From an optimization exercise on the open Yosys and OpenROAD flow, aimed at a short achievable clock period and few clock cycles per item; shortcuts taken in it are not production practice.
Power and IR drop assume default switching activity.

Setup of T:
## ppm_frame_decoder_calibrated
module ppm_frame_decoder_calibrated #(
    parameter int FRAME_SLOTS = 7
) (
    input  logic         i_clk,
    input  logic         i_rst_n,
    input  logic         i_in_valid,
    output logic         o_in_ready,
    input  ppmfd_pkg::t_us i_in_interval_us,
    output logic         o_out_valid,
    input  logic         i_out_ready,
    output ppmfd_pkg::t_axis o_out_axis_x,
    output ppmfd_pkg::t_axis o_out_axis_y,
    output ppmfd_pkg::t_axis o_out_axis_rx,
    output ppmfd_pkg::t_axis o_out_axis_ry,
    output logic         o_out_button_a,
    output logic         o_out_button_b,
    input  logic         i_cfg_valid,
    output logic         o_cfg_ready,
    input  ppmfd_pkg::t_cfg_idx i_cfg_idx,
    input  ppmfd_pkg::t_us i_cfg_data
);
    localparam int NCH    = ppmfd_pkg::AXIS_CHANNELS;
    localparam int W      = ppmfd_pkg::US_W;
    localparam int AW     = ppmfd_pkg::AXIS_W;
    localparam int SLOT_W = $clog2(FRAME_SLOTS);
    localparam logic [SLOT_W-1:0] LAST_SLOT  = SLOT_W'(FRAME_SLOTS - 1);
    localparam int BTN_A_SLOT = NCH + 1;
    localparam int BTN_B_SLOT = NCH + 2;
    localparam int CH_Y  = 0;
    localparam int CH_RY = 1;
    localparam int CH_RX = 2;
    localparam int CH_X  = 3;
    localparam int FIFO_D  = 3;
    localparam int FIFO_AW = 2;
  ...
Size: ~8300 cells after synthesis, ~77 I/O pins, ~80000 um^2 of cells after synthesis.
export LEC_CHECK = 0
export CAP_MARGIN = 20
export CORE_MARGIN = 2
export CORE_UTILIZATION = 40
export CTS_CLUSTER_DIAMETER = 80
export CTS_CLUSTER_SIZE = 20
export PLACE_DENSITY = 0.6
export SETUP_SLACK_MARGIN = 5
export SLEW_MARGIN = 20
create_clock -name core_clock -period 10.0 [get_ports {i_clk}]
standard.sh (not shown) runs the stock make flow with config.mk's settings and CLKGATE_MAP_FILE= SYNTH_SCRIPT=/design/flow/synth_recipe.tcl, a recipe that flattens the netlist after the stock synthesis.
==> flow/flow/run.sh <==
#!/bin/bash
MARGIN=${MARGIN:-7}
sed -E "s/SETUP_SLACK_MARGIN=[^ ]+/SETUP_SLACK_MARGIN=${MARGIN}/" standard.sh > standard_margin.sh
bash standard_margin.sh > standard.log 2>&1
status=$?
tail -5 standard.log
exit $status
T finished all stages; the layout is clean.
The inputs of R differ from those of T as listed below.
--- a/flow/design.v
+++ b/flow/design.v
@@ -133,33 +133,29 @@
     logic                 r_iv;
     ppmfd_pkg::t_us       r_iv_data;
     logic                 r_cv;
     ppmfd_pkg::t_cfg_idx  r_cv_idx;
     ppmfd_pkg::t_us       r_cv_data;
     logic                 r_ready;
     logic                 r_ready_d;
-    logic                 r_cfg_ready;
-    logic                 r_cfg_ready_d;
     logic                 r_iv_raw;
     logic                 r_cv_raw;
     always_ff @(posedge i_clk) begin
         r_rst     <= !i_rst_n;
         r_iv_raw  <= i_in_valid && i_rst_n;
         r_cv_raw  <= i_cfg_valid && i_rst_n;
         r_ready_d <= r_ready;
-        r_cfg_ready   <= i_rst_n;
-        r_cfg_ready_d <= r_cfg_ready;
         r_iv_data <= i_in_interval_us;
         r_cv_idx  <= i_cfg_idx;
         r_cv_data <= i_cfg_data;
     end
     assign o_in_ready  = r_ready;
-    assign o_cfg_ready = r_cfg_ready;
+    assign o_cfg_ready = r_ready;
     assign r_iv = r_iv_raw && r_ready_d;
-    assign r_cv = r_cv_raw && r_cfg_ready_d;
+    assign r_cv = r_cv_raw && r_ready_d;
     logic           r_calibrate;
     ppmfd_pkg::t_us r_button_thr;
     ppmfd_pkg::t_us r_sync_min;
     ppmfd_pkg::t_us r_sync_max;
     ppmfd_pkg::t_us r_cal_step;
     ppmfd_pkg::t_us r_jitter;
     logic [SLOT_W-1:0] r_slot;
@@ -187,15 +183,14 @@
     logic             r_in2    [NCH];
     logic             r_full2  [NCH];
     logic             r_btn_a2, r_btn_b2;
     logic [W+1:0]     r_span3 [NCH];
     ppmfd_pkg::t_us   r_rem [NCH];
     ppmfd_pkg::t_axis r_sh  [NCH];
     logic [OWED_W-1:0]  r_owed;
-    logic               r_drop_d;
     logic               r_out_valid;
     logic [RES_W-1:0]   r_out;
     logic [RES_W-1:0]   r_fifo [FIFO_D];
     logic [FIFO_AW-1:0] r_rd, r_wr;
     logic [FIFO_AW:0]   r_cnt;
     logic [SLOT_W-1:0] n_slot;
     logic              w_sync_hit;
@@ -357,33 +352,31 @@
     logic [OWED_W-1:0]  w_owed_up;
     always_comb begin
         w_take     = (r_cnt != '0) && i_out_ready;
         w_rd_next  = !w_take ? r_rd : (r_rd == FIFO_AW'(FIFO_D - 1)) ? '0 : r_rd + FIFO_AW'(1);
         w_wr_inc   = (r_wr == FIFO_AW'(FIFO_D - 1)) ? '0 : r_wr + FIFO_AW'(1);
         w_cnt_next = r_cnt + (FIFO_AW+1)'(w_f_v) - (FIFO_AW+1)'(w_take);
         w_head_new = (r_cnt == '0) || (r_cnt == (FIFO_AW+1)'(1) && w_take);
-        w_owed_up  = r_owed + OWED_W'(w_close) - OWED_W'(r_drop_d);
+        w_owed_up  = r_owed + OWED_W'(w_good);
     end
     always_ff @(posedge i_clk) begin
         r_out       <= w_head_new ? w_res : r_fifo[w_rd_next];
         r_out_valid <= i_rst_n && !r_rst && (w_cnt_next != '0);
         if (w_f_v) r_fifo[r_wr] <= w_res;
         if (r_rst) begin
             r_rd    <= '0;
             r_wr    <= '0;
             r_cnt   <= '0;
             r_owed  <= '0;
-            r_drop_d <= 1'b0;
             r_ready <= 1'b1;
         end else begin
             r_rd    <= w_rd_next;
             if (w_f_v) r_wr <= w_wr_inc;
             r_cnt   <= w_cnt_next;
             r_owed  <= w_owed_up - OWED_W'(w_take);
-            r_drop_d <= w_close && w_drop;
             r_ready <= (w_owed_up <= OWED_W'(OWED_OPEN));
         end
     end
     always_ff @(posedge i_clk) begin
         if (r_rst) begin
             r_calibrate  <= ppmfd_pkg::RST_CALIBRATE;
             r_button_thr <= ppmfd_pkg::RST_BUTTON_THR;
Results
R completed; timing, DRC and antenna clean
Comparing T with R, the clock-pin slew on the worst setup and hold paths came out essentially unchanged.
Cmp T and R / final estimated routing congestion in global placement / higher: T
Looking at met3 usage in global routing across T and R, the one that comes out higher is T.
In the flow results for T and R, the wire length of the first global-routing pass is smaller on T.
T → R: inverter count of the layout excluding clock inverters fell by 80, synthesis-to-finish area growth fell by 0.82 points, routed wire length rose by 1.3%, total number of multi-input combinational cells rose by 56.
| top achievable clock speed | R vs T | worse |
Of T and R, the run reporting the higher area of all placed cells without fillers was T.
Compared R vs T, and worst setup slack is down in R.
In the final design statistics, R uses fewer standard cells in total than T.
Taking T as the reference, in R combinational power share went down 1.4 points; number of CTS-inserted buffers went down 2.3%.
No run of this note included a check of the RTL's function; only the layout flow was run.

-- re-timing with driven ports --
In the flow no input, the clock included, has a driving cell. The finished layouts below were timed again as built, in two steps.
Step 1 sets driving cells, clkbuf_16 on the clock port and buf_2 on the other inputs (assumed; they add their load-dependent delay and slew).
Step 2 times the ports against the registers' clock, not the clock port: input delays grow and output delays shrink by t, the midpoint of the rising clock arrivals with the driver on.
Three values: ideal ports, drivers, drivers and shift; two values: the first two.
run	t, ns	slack for setup (ns)	worst slew at a driven data input, ns	cell pins on the clock port's net
T	0.810	6.619 / 6.538 / 6.216	0.05	1
R	0.815	6.595 / 6.509 / 6.183	0.08	1
After both steps every run listed still meets setup and hold. For R, which loses most, drivers alone change the setup slack by -0.086 ns; drivers and shift together by -0.412 ns.
